From an optimization exercise on the open Yosys and OpenROAD flow, aimed at small area; shortcuts taken in it are not production practice. Only simulation tests tie the RTL to the original design; equivalence was not proved. Power and IR drop assume default switching activity.

`flow/config.mk`:
```
export PLATFORM = sky130hd
export DESIGN_NAME = mipsPipeline
export DESIGN_NICKNAME = mipsPipeline
export VERILOG_FILES = /design/flow/design.v
export SDC_FILE = /design/flow/constraint.sdc
export NUM_CORES = 4
export LEC_CHECK = 0
export CAP_MARGIN = 20
export CORE_MARGIN = 2
export CORE_UTILIZATION = 40
export SLEW_MARGIN = 20
```
`flow/constraint.sdc`:
```
create_clock -name core_clock -period 7.5 [get_ports {clk}]
set_input_delay 1.5000 -clock core_clock [delete_from_list [all_inputs] [get_ports {clk}]]
set_output_delay 1.5000 -clock core_clock [all_outputs]
set_load 0.01 [all_outputs]
```
`flow/design.v`:
```
package mipsPkg;
    localparam int dataWidth     = 32;
    localparam int wordAddrWidth = 30;
    localparam int regAddrWidth  = 5;
    typedef logic [5:0] opcodeT;
    typedef logic [5:0] functT;
    localparam opcodeT opRtype = 6'h00;
    localparam opcodeT opAddi  = 6'h08;
    localparam opcodeT opLw    = 6'h23;
    localparam opcodeT opSw    = 6'h2b;
    localparam opcodeT opBeq   = 6'h04;
    localparam opcodeT opJ     = 6'h02;
    localparam functT functAdd = 6'h20;
    localparam functT functSub = 6'h22;
    localparam functT functAnd = 6'h24;
    localparam functT functOr  = 6'h25;
    localparam functT functSlt = 6'h2a;
    typedef enum logic [1:0] {
        aluOpAdd,
        aluOpSub,
        aluOpRtype
    } aluOpT;
    typedef enum logic [2:0] {
        aluAdd,
        aluSub,
        aluAnd,
        aluOr,
        aluSlt
    } aluCtrlT;
    typedef struct packed {
        logic  regDst;
        logic  aluSrc;
        aluOpT aluOp;
        logic  branch;
        logic  jump;
        logic  memRead;
        logic  memWrite;
        logic  memToReg;
        logic  regWrite;
    } ctrlT;
    typedef struct packed {
        logic [dataWidth-1:0] pcPlus4;
        logic [dataWidth-1:0] instr;
    } ifIdT;
    typedef struct packed {
        ctrlT                    ctrl;
        logic [dataWidth-1:0]    pcPlus4;
        logic [dataWidth-1:0]    rsData;
        logic [dataWidth-1:0]    rtData;
        logic [dataWidth-1:0]    imm;
        logic [regAddrWidth-1:0] rs;
        logic [regAddrWidth-1:0] rt;
        logic [regAddrWidth-1:0] rd;
    } idExT;
    typedef struct packed {
        logic                    branch;
        logic                    memRead;
        logic                    memWrite;
        logic                    memToReg;
        logic                    regWrite;
        logic                    zero;
        logic [dataWidth-1:0]    branchTarget;
        logic [dataWidth-1:0]    aluResult;
        logic [dataWidth-1:0]    storeData;
        logic [regAddrWidth-1:0] destReg;
    } exMemT;
    typedef struct packed {
        logic                    memToReg;
        logic                    regWrite;
        logic [dataWidth-1:0]    loadData;
        logic [dataWidth-1:0]    aluResult;
        logic [regAddrWidth-1:0] destReg;
    } memWbT;
    typedef enum logic [1:0] {
        fwdNone,
        fwdFromMem,
        fwdFromWb
    } fwdSelT;
endpackage
module pipeStage #(
    parameter int W = 1
) (
    input  logic         clk,
    input  logic         rst_n,
    input  logic         hold,
    input  logic         flush,
    input  logic [W-1:0] d,
    output logic [W-1:0] q
);
    always_ff @(posedge clk) begin
        if (!rst_n) begin
            q <= '0;
        end else if (hold) begin
            q <= q;
        end else if (flush) begin
            q <= '0;
        end else begin
            q <= d;
        end
    end
endmodule
module fetchUnit (
    input  logic                               clk,
    input  logic                               rst_n,
    input  logic                               hold,
    input  logic                               branchTaken,
    input  logic [mipsPkg::dataWidth-1:0]      branchTarget,
    input  logic                               jumpTaken,
    input  logic [mipsPkg::dataWidth-1:0]      jumpTarget,
    output logic [mipsPkg::wordAddrWidth-1:0]  iCacheAddr,
    output logic [mipsPkg::dataWidth-1:0]      pcPlus4
);
    logic [mipsPkg::dataWidth-1:0] pc;
    logic [mipsPkg::dataWidth-1:0] nextPc;
    assign pcPlus4 = pc + 32'd4;
    always_comb begin
        if (branchTaken) begin
            nextPc = branchTarget;
        end else if (jumpTaken) begin
            nextPc = jumpTarget;
        end else begin
            nextPc = pcPlus4;
        end
    end
    always_ff @(posedge clk) begin
        if (!rst_n) begin
            pc <= '0;
        end else if (!hold) begin
            pc <= nextPc;
        end
    end
    assign iCacheAddr = pc[31:2];
endmodule
module decodeUnit (
    input  logic                              clk,
    input  logic                              rst_n,
    input  mipsPkg::ifIdT                     ifId,
    input  logic                              bubble,
    input  logic [mipsPkg::regAddrWidth-1:0]  wbDest,
    input  logic [mipsPkg::dataWidth-1:0]     wbData,
    input  logic                              wbWrite,
    output mipsPkg::idExT                     idEx,
    output logic                              jumpTaken,
    output logic [mipsPkg::dataWidth-1:0]     jumpTarget
);
    logic [mipsPkg::dataWidth-1:0]    regs [32];
    logic [mipsPkg::regAddrWidth-1:0] rs;
    logic [mipsPkg::regAddrWidth-1:0] rt;
    mipsPkg::opcodeT                  opcode;
    mipsPkg::ctrlT                    decoded;
    mipsPkg::ctrlT                    ctrl;
    assign opcode = ifId.instr[31:26];
    assign rs     = ifId.instr[25:21];
    assign rt     = ifId.instr[20:16];
    always_comb begin
        decoded = '0;
        case (opcode)
            mipsPkg::opRtype: begin
                decoded.regDst   = 1'b1;
                decoded.aluOp    = mipsPkg::aluOpRtype;
                decoded.regWrite = 1'b1;
            end
            mipsPkg::opAddi: begin
                decoded.aluSrc   = 1'b1;
                decoded.regWrite = 1'b1;
            end
            mipsPkg::opLw: begin
                decoded.aluSrc   = 1'b1;
                decoded.memRead  = 1'b1;
                decoded.memToReg = 1'b1;
                decoded.regWrite = 1'b1;
            end
            mipsPkg::opSw: begin
                decoded.aluSrc   = 1'b1;
                decoded.memWrite = 1'b1;
            end
            mipsPkg::opBeq: begin
                decoded.branch = 1'b1;
                decoded.aluOp  = mipsPkg::aluOpSub;
            end
            mipsPkg::opJ:     decoded.jump = 1'b1;
            default: decoded = '0;
        endcase
    end
    assign ctrl = bubble ? '0 : decoded;
    always_ff @(posedge clk) begin
        if (!rst_n) begin
            for (int i = 0; i < 32; i++) begin
                regs[i] <= '0;
            end
        end else if (wbWrite && wbDest != '0) begin
            regs[wbDest] <= wbData;
        end
    end
    assign idEx.rsData = (rs == '0) ? '0 :
                         (wbWrite && wbDest == rs) ? wbData : regs[rs];
    assign idEx.rtData = (rt == '0) ? '0 :
                         (wbWrite && wbDest == rt) ? wbData : regs[rt];
    assign idEx.ctrl    = ctrl;
    assign idEx.pcPlus4 = ifId.pcPlus4;
    assign idEx.imm     = {{16{ifId.instr[15]}}, ifId.instr[15:0]};
    assign idEx.rs      = rs;
    assign idEx.rt      = rt;
    assign idEx.rd      = ifId.instr[15:11];
    assign jumpTaken  = ctrl.jump;
    assign jumpTarget = {ifId.pcPlus4[31:28], ifId.instr[25:0], 2'b00};
endmodule
module executeUnit (
    input  mipsPkg::idExT                  idEx,
    input  mipsPkg::fwdSelT                fwdA,
    input  mipsPkg::fwdSelT                fwdB,
    input  logic [mipsPkg::dataWidth-1:0]  memResult,
    input  logic [mipsPkg::dataWidth-1:0]  wbData,
    output mipsPkg::exMemT                 exMem
);
    mipsPkg::aluCtrlT              aluCtrl;
    mipsPkg::functT                funct;
    logic [mipsPkg::dataWidth-1:0] opA;
    logic [mipsPkg::dataWidth-1:0] rtValue;
    logic [mipsPkg::dataWidth-1:0] opB;
    logic [mipsPkg::dataWidth-1:0] result;
    assign funct = idEx.imm[5:0];
    always_comb begin
        case (idEx.ctrl.aluOp)
            mipsPkg::aluOpSub: aluCtrl = mipsPkg::aluSub;
            mipsPkg::aluOpRtype: begin
                case (funct)
                    mipsPkg::functSub: aluCtrl = mipsPkg::aluSub;
                    mipsPkg::functAnd: aluCtrl = mipsPkg::aluAnd;
                    mipsPkg::functOr:  aluCtrl = mipsPkg::aluOr;
                    mipsPkg::functSlt: aluCtrl = mipsPkg::aluSlt;
                    mipsPkg::functAdd: aluCtrl = mipsPkg::aluAdd;
                    default:  aluCtrl = mipsPkg::aluAdd;
                endcase
            end
            default: aluCtrl = mipsPkg::aluAdd;
        endcase
    end
    assign opA = (fwdA == mipsPkg::fwdFromMem) ? memResult :
                 (fwdA == mipsPkg::fwdFromWb)  ? wbData : idEx.rsData;
    assign rtValue = (fwdB == mipsPkg::fwdFromMem) ? memResult :
                     (fwdB == mipsPkg::fwdFromWb)  ? wbData : idEx.rtData;
    assign opB = idEx.ctrl.aluSrc ? idEx.imm : rtValue;
    always_comb begin
        case (aluCtrl)
            mipsPkg::aluSub:  result = opA - opB;
            mipsPkg::aluAnd:  result = opA & opB;
            mipsPkg::aluOr:   result = opA | opB;
            mipsPkg::aluSlt:  result = {31'd0, $signed(opA) < $signed(opB)};
            default: result = opA + opB;
        endcase
    end
    assign exMem.branch       = idEx.ctrl.branch;
    assign exMem.memRead      = idEx.ctrl.memRead;
    assign exMem.memWrite     = idEx.ctrl.memWrite;
    assign exMem.memToReg     = idEx.ctrl.memToReg;
    assign exMem.regWrite     = idEx.ctrl.regWrite;
    assign exMem.zero         = (result == '0);
    assign exMem.branchTarget = idEx.pcPlus4 + {idEx.imm[29:0], 2'b00};
    assign exMem.aluResult    = result;
    assign exMem.storeData    = rtValue;
    assign exMem.destReg      = idEx.ctrl.regDst ? idEx.rd : idEx.rt;
endmodule
module hazardUnit (
    input  mipsPkg::idExT    idEx,
    input  mipsPkg::ifIdT    ifId,
    input  mipsPkg::exMemT   exMem,
    input  mipsPkg::memWbT   memWb,
    output logic             loadUse,
    output mipsPkg::fwdSelT  fwdA,
    output mipsPkg::fwdSelT  fwdB
);
    logic [mipsPkg::regAddrWidth-1:0] idRs;
    logic [mipsPkg::regAddrWidth-1:0] idRt;
    logic                    memWrites;
    logic                    wbWrites;
    assign idRs = ifId.instr[25:21];
    assign idRt = ifId.instr[20:16];
    assign loadUse = idEx.ctrl.memRead && (idEx.rt == idRs || idEx.rt == idRt);
    assign memWrites = exMem.regWrite && exMem.destReg != '0;
    assign wbWrites  = memWb.regWrite && memWb.destReg != '0;
    always_comb begin
        fwdA = mipsPkg::fwdNone;
        if (memWrites && exMem.destReg == idEx.rs) begin
            fwdA = mipsPkg::fwdFromMem;
        end else if (wbWrites && memWb.destReg == idEx.rs) begin
            fwdA = mipsPkg::fwdFromWb;
        end
    end
    always_comb begin
        fwdB = mipsPkg::fwdNone;
        if (memWrites && exMem.destReg == idEx.rt) begin
            fwdB = mipsPkg::fwdFromMem;
        end else if (wbWrites && memWb.destReg == idEx.rt) begin
            fwdB = mipsPkg::fwdFromWb;
        end
    end
endmodule
module mipsPipeline (
    input  logic                               clk,
    input  logic                               rst_n,
    output logic [mipsPkg::wordAddrWidth-1:0]  iCacheAddr,
    input  logic [mipsPkg::dataWidth-1:0]      iCacheRdata,
    input  logic                               iCacheStall,
    output logic                               dCacheRen,
    output logic                               dCacheWen,
    output logic [mipsPkg::wordAddrWidth-1:0]  dCacheAddr,
    output logic [mipsPkg::dataWidth-1:0]      dCacheWdata,
    input  logic [mipsPkg::dataWidth-1:0]      dCacheRdata,
    input  logic                               dCacheStall
);
    mipsPkg::ifIdT                 ifIdD, ifIdQ;
    mipsPkg::idExT                 idExD, idExQ;
    mipsPkg::exMemT                exMemD, exMemQ;
    mipsPkg::memWbT                memWbD, memWbQ;
    mipsPkg::fwdSelT               fwdA, fwdB;
    logic                 globalHold;
    logic                 loadUse;
    logic                 stall;
    logic                 branchTaken;
    logic                 jumpTaken;
    logic [mipsPkg::dataWidth-1:0] jumpTarget;
    logic [mipsPkg::dataWidth-1:0] pcPlus4;
    logic [mipsPkg::dataWidth-1:0] wbData;
    assign globalHold  = iCacheStall | dCacheStall;
    assign branchTaken = exMemQ.branch & exMemQ.zero;
    assign stall = loadUse & ~branchTaken;
    fetchUnit fetchUnit_inst (
        .clk(clk), .rst_n(rst_n), .hold(globalHold | stall),
        .branchTaken(branchTaken), .branchTarget(exMemQ.branchTarget),
        .jumpTaken(jumpTaken), .jumpTarget(jumpTarget),
        .iCacheAddr(iCacheAddr), .pcPlus4(pcPlus4)
    );
    assign ifIdD = {pcPlus4, iCacheRdata};
    pipeStage #(.W($bits(ifIdD))) ifIdStage (
        .clk(clk), .rst_n(rst_n), .hold(globalHold | stall),
        .flush(jumpTaken | branchTaken), .d(ifIdD), .q(ifIdQ)
    );
    decodeUnit decodeUnit_inst (
        .clk(clk), .rst_n(rst_n), .ifId(ifIdQ), .bubble(loadUse),
        .wbDest(memWbQ.destReg), .wbData(wbData), .wbWrite(memWbQ.regWrite),
        .idEx(idExD), .jumpTaken(jumpTaken), .jumpTarget(jumpTarget)
    );
    pipeStage #(.W($bits(idExD))) idExStage (
        .clk(clk), .rst_n(rst_n), .hold(globalHold),
        .flush(branchTaken), .d(idExD), .q(idExQ)
    );
    executeUnit executeUnit_inst (
        .idEx(idExQ), .fwdA(fwdA), .fwdB(fwdB),
        .memResult(exMemQ.aluResult), .wbData(wbData), .exMem(exMemD)
    );
    pipeStage #(.W($bits(exMemD))) exMemStage (
        .clk(clk), .rst_n(rst_n), .hold(globalHold),
        .flush(branchTaken), .d(exMemD), .q(exMemQ)
    );
    hazardUnit hazardUnit_inst (
        .idEx(idExQ), .ifId(ifIdQ), .exMem(exMemQ), .memWb(memWbQ),
        .loadUse(loadUse), .fwdA(fwdA), .fwdB(fwdB)
    );
    assign dCacheRen   = exMemQ.memRead;
    assign dCacheWen   = exMemQ.memWrite;
    assign dCacheAddr  = exMemQ.aluResult[31:2];
    assign dCacheWdata = exMemQ.storeData;
    assign memWbD.memToReg  = exMemQ.memToReg;
    assign memWbD.regWrite  = exMemQ.regWrite;
    assign memWbD.loadData  = dCacheRdata;
    assign memWbD.aluResult = exMemQ.aluResult;
    assign memWbD.destReg   = exMemQ.destReg;
    pipeStage #(.W($bits(memWbD))) memWbStage (
        .clk(clk), .rst_n(rst_n), .hold(globalHold),
        .flush(1'b0), .d(memWbD), .q(memWbQ)
    );
    assign wbData = memWbQ.memToReg ? memWbQ.loadData : memWbQ.aluResult;
endmodule
```
`flow/run.sh`:
```
#!/bin/bash
# synth_recipe.tcl (not shown) runs the flow's synth.tcl, then flattens the netlist and writes it again
# the make line also repeats each setting of config.mk as NAME=value (left out here)
make -C /OpenROAD-flow-scripts/flow DESIGN_CONFIG=/design/flow/config.mk WORK_HOME=/design/flow/orfs CLKGATE_MAP_FILE= SYNTH_SCRIPT=/design/flow/synth_recipe.tcl finish
```
==> run summary <==
# TYPE chip_impl_metric gauge
chip_impl_metric{name="cpPeakStageDelay",unit="ns"} 0.61
chip_impl_metric{name="power-per-cell-area",unit="nW/um^2"} 216
chip_impl_metric{name="place.gp.congestion",unit=""} 0.949
chip_impl_metric{name="adder_cell_area_share_of_the_yosys_netlist",unit="%"} 2.18
chip_impl_metric{name="yosysWarningCount",unit=""} 8
chip_impl_metric{name="first_global_vias",unit=""} 55500
chip_impl_metric{name="detail_route.iter0.violations",unit=""} 7110
chip_impl_info{name="timing.critical_path.max_delay_family",value="simple AND/OR/NAND/NOR gates"} 1
chip_impl_metric{name="global_route_wire_length_before_repair",unit="mm"} 385
chip_impl_metric{name="detailed_route_vias_per_instance",unit=""} 6.21
chip_impl_metric{name="num_vias",unit=""} 56200
chip_impl_metric{name="grt_start_max_net_pins",unit=""} 171
chip_impl_info{name="crit_slowest_cell",value="dfxtp_1"} 1
chip_impl_metric{name="syn2layout_area_growth",unit="%"} 12.2
chip_impl_metric{name="placementRows",unit=""} 160
chip_impl_metric{name="port_buffers",unit=""} 161
chip_impl_metric{name="synthDistinctLibCells",unit=""} 84
chip_impl_metric{name="synth_compound_area_share",unit="%"} 9.44
chip_impl_metric{name="relSlewSlack",unit="%"} 21.8
chip_impl_metric{name="ctsLongestPathBuffers",unit=""} 3
chip_impl_metric{name="postCtsSetupBuffers",unit=""} 0
chip_impl_metric{name="worst_ep_arrival_time",unit="ns"} 7.60
chip_impl_metric{name="max_slew.worst_pin.slew",unit="ns"} 1.17
chip_impl_info{name="worstSetupEndpointType",value="flip-flop"} 1
chip_impl_metric{name="clk-insertion-delay-late",unit="ns"} 0.82
chip_impl_metric{name="floorplan.core_area",unit="sq um"} 190000
chip_impl_metric{name="synthesis.area",unit="sq um"} 76300
chip_impl_info{name="outcome",value="finished clean"} 1
chip_impl_info{name="critPathLaunch",value="memWbStage.q[3]$_SDFFE_PN0N_"} 1
chip_impl_info{name="path_class",value="reg2reg"} 1
chip_impl_metric{name="synth-async-reset-ratio",unit="%"} 0
chip_impl_metric{name="rrSetupSlack",unit="ns"} 0.66
chip_impl_info{name="synth_ff_type",value="edfxtp_1"} 1
chip_impl_info{name="synth_top_family_by_area",value="multiplexers"} 1
chip_impl_metric{name="post_synthesis_share_of_cell_area_spent_on_and_or_nand_and_nor_gates",unit="%"} 12.4
chip_impl_metric{name="fp.dieArea",unit="sq um"} 194000
chip_impl_metric{name="cts-hold-fix-buffers",unit=""} 0
chip_impl_info{name="rsz0062_at_grt",value="no"} 1
chip_impl_metric{name="drive_gt1_share",unit="%"} 18.4
chip_impl_metric{name="synth_mux_area_share",unit="%"} 19.8
chip_impl_metric{name="drt_wl_total",unit="mm"} 267
chip_impl_metric{name="highest_clock_rate",unit="GHz"} 0.146
chip_impl_metric{name="timing.final.max_slew_violations",unit=""} 0
chip_impl_metric{name="tns",unit="ns"} 0
chip_impl_metric{name="numClockSinks",unit=""} 1428
chip_impl_info{name="setup.worst_path.start_class",value="flip-flop"} 1
chip_impl_metric{name="clkTransAtPathRegs",unit="ns"} 0.06
chip_impl_metric{name="timing.critical_path.fanout_max",unit=""} 64
chip_impl_metric{name="worstPathRequired",unit="ns"} 8.26
chip_impl_metric{name="grt_overflow_total",unit=""} 0
chip_impl_metric{name="cts_inserted_buffers",unit=""} 154
chip_impl_metric{name="htree_num_levels",unit=""} 4
chip_impl_info{name="synthMostInstantiatedCell",value="nor2_1"} 1
chip_impl_metric{name="cp.buffers_inverters",unit=""} 2
chip_impl_metric{name="avgSynthCellArea",unit="sq um"} 11.7
chip_impl_metric{name="number_of_synthesized_flops_with_an_enable_pin",unit=""} 1024
chip_impl_metric{name="reg2regPathDepth",unit=""} 22
chip_impl_metric{name="finalSetupViolCount",unit=""} 0
chip_impl_metric{name="whs_path_depth",unit=""} 2
chip_impl_info{name="clk_root_buffer_cell",value="clkbuf_16"} 1
chip_impl_metric{name="number_of_instances_in_the_synthesized_netlist",unit=""} 6552
chip_impl_metric{name="cts_resized",unit=""} 0
chip_impl_metric{name="route.detailed.wl_per_inst",unit="um"} 29.5
chip_impl_metric{name="power.leakage",unit="nW"} 27.4
chip_impl_metric{name="area_share_of_the_leading_cell_type_in_the_synthesized_netlist",unit="%"} 40.3
chip_impl_metric{name="post-dp-hpwl",unit="mm"} 167
chip_impl_info{name="yosys-top-cells-count",value="nor2_1, edfxtp_1, mux4_2"} 1
chip_impl_metric{name="synth_sequential_area_ratio",unit="%"} 50.9
chip_impl_metric{name="layout.nets",unit=""} 6605
chip_impl_metric{name="cap_violations",unit=""} 0
chip_impl_info{name="cts_tree",value="built"} 1
chip_impl_metric{name="die-width",unit="um"} 441
chip_impl_info{name="worst_r2r_endpoint",value="exMemStage.q[101]$_SDFFE_PN0N_"} 1
chip_impl_metric{name="vdd_ir_drop_max",unit="uV"} 170
chip_impl_info{name="synth_largest_area_cell",value="edfxtp_1"} 1
chip_impl_info{name="holdCritStartpoint",value="exMemStage.q[87]$_SDFFE_PN0N_"} 1
chip_impl_metric{name="yosys_register_bits",unit=""} 1428
chip_impl_info{name="yosys-top-cells-area",value="edfxtp_1, mux4_2, dfxtp_1"} 1
chip_impl_metric{name="first_pass_iters",unit=""} 8
chip_impl_metric{name="floorplan.initialDensity",unit="%"} 40.2
chip_impl_metric{name="die_h",unit="um"} 441
chip_impl_metric{name="antenna_violating_nets_post_route",unit=""} 0
chip_impl_metric{name="grt_usage",unit="%"} 27.1
chip_impl_info{name="holdCritPathClass",value="reg2reg"} 1
chip_impl_metric{name="drc",unit=""} 0
chip_impl_info{name="worstHoldEndpoint",value="exMemStage.q[87]$_SDFFE_PN0N_"} 1
chip_impl_metric{name="antenna_found_initial",unit=""} 11
chip_impl_metric{name="power.total",unit="mW"} 18.5
chip_impl_info{name="crit-reg2reg-launch",value="memWbStage.q[3]$_SDFFE_PN0N_"} 1
chip_impl_metric{name="yosys.area_share.xor_xnor",unit="%"} 1.08
chip_impl_metric{name="finalCritPeriodShare",unit="%"} 91.3
chip_impl_metric{name="io-pin-count",unit=""} 162
chip_impl_info{name="cp_cell_sequence",value="nor3_1 -> nand2_1 -> nand2_1 -> nor4_2 -> buf_12 -> nand2_1 -> o21ai_0 -> o21ai_0 -> buf_4 -> mux2_2 -> ha_1 -> fa_1 -> a211oi_1 -> o21ai_0 -> a221oi_1 -> o22ai_1 -> or4_1 -> or4_1 -> nor4_1 -> nand4_1 -> nor4_1 -> a21o_1"} 1
chip_impl_metric{name="fin_worst_skew",unit="ns"} 0.0444
chip_impl_metric{name="finalHoldViolations",unit=""} 0
chip_impl_metric{name="period_needed",unit="ns"} 6.84
[worst min-delay path, stage by stage (launching register included)]
cell and delay, ns:
dfxtp_1 0.32, nand2_1 0.05, o21ai_0 0.05
[sequential cells by signal (all words and copies together) (netlist names), named ones only]
name,cells
decodeUnit_inst.regs,1024
idExStage.q,127
exMemStage.q,104
memWbStage.q,71
ifIdStage.q,62
fetchUnit_inst.pc,30
[where the power goes]
part | internal, mW | leakage (nW) | switching (mW) | total (mW)
sequential | 8.68 | 13.8 | 0.204 | 8.88
clock | 4.25 | 2.39 | 3.31 | 7.57
combinational | 0.815 | 11.2 | 1.20 | 2.01
total | 13.7 | 27.4 | 4.71 | 18.5
[area by class of cell]
class                   count  area, sq um
diodes                      3         7.51
inverters                 111          424
flip-flops and latches   1428        38900
multi-input cells        4369        35100
clock buffers             214         4190
fillers                 17000       104000
well taps                2511         3140
clock inverters            69          758
repair buffers            342         3150
[layer usage]
layer / track usage [%] / share of wire [%] / up-vias
li1: - / - / 23900
met1: 35.5 / 38 / 28500
met2: 44.5 / 48 / 3165
met3: 5.14 / 9.8 / 617
met4: 10.8 / 4.2 / 4
met5: 0 / 0.0094 / -
[metrics by stage]
| stage | worst slack, ns | util [%] | hold WS, ns | instances | cell area, sq um |
|---|---|---|---|---|---|
| after floorplan | 1.72 | - | 0.424 | 6583 | 76500 |
| after detailed placement | 0.749 | 42.5 | 0.444 | 8761 | 80700 |
| after global routing | 0.427 | 45.1 | 0.484 | 9046 | 85600 |
| final | 0.655 | 45.1 | 0.453 | 9047 | 85600 |
| after CTS | 0.721 | 45.1 | 0.455 | 9044 | 85600 |
| after global placement | 0.844 | 42.5 | 0.437 | 8761 | 80700 |
[placed cells by master, fill, tap and decap left out, drive strengths merged, types with 55 or more instances in the layout]
master         netlist  final
a22oi              209    209
a21oi              344    344
nor2b               88     88
nor2              1378   1378
buf                137    182
xnor2               55     55
nand3               82     82
inv                111    115
o21ai              210    210
clkdlybuf4s50        0    160
dfxtp              404    404
edfxtp            1024   1024
ha                 128    128
clkbuf             538    214
a211oi              88     88
mux4               640    640
nand2              528    528
[logic make-up (layout without fill, tap and decap cells)]
logic type	after synthesis	in the layout
buffers and inverters	786	736
other	1	35
muxes	709	709
xor gates and xnor gates	94	94
and+or+nand+nor	2289	2289
adders and majority gates	131	131
AOI/OAI and AO/OA	1114	1114
DFF	1428	1428
[how the worst max path moves through the flow]
| stage | end | slack (ns) | cells after the start |
|---|---|---|---|
| after global placement | exMemStage.q[101]$_SDFFE_PN0N_ | 0.84 | 22 |
| after detailed placement | exMemStage.q[101]$_SDFFE_PN0N_ | 0.75 | 22 |
| after floorplan | exMemStage.q[101]$_SDFFE_PN0N_ | 1.72 | 22 |
| final | exMemStage.q[101]$_SDFFE_PN0N_ | 0.66 | 22 |
| after global routing | exMemStage.q[101]$_SDFFE_PN0N_ | 0.43 | 22 |
| after CTS | exMemStage.q[101]$_SDFFE_PN0N_ | 0.72 | 22 |

==> static timing again, ports no longer ideal <==
In the flow no input, the clock included, has a driving cell. The finished layout below was timed again as built, in two steps. Step 1 assumes that a clkbuf_16 drives the clock port and a buf_2 every other input. Step 2 times the ports against the registers' clock, not the clock port: input delays grow and output delays shrink by t, the midpoint of the rising clock arrivals with the driver on. Slacks: no drivers / after step 1 / after step 2; pairs: no drivers / after step 1.
t (ns): 0.887
slack for setup (ns): 0.655 / 0.655 / 0.655
hold slack, ns: 0.453 / 0.453 / 0.453
worst setup path after step 2: register to register
worst register clock-pin slew, ns: 0.07 / 0.07
After both steps setup and hold are still met in this run. For this run, drivers alone change the setup slack by 0.000 ns; drivers and shift together by 0.000 ns.
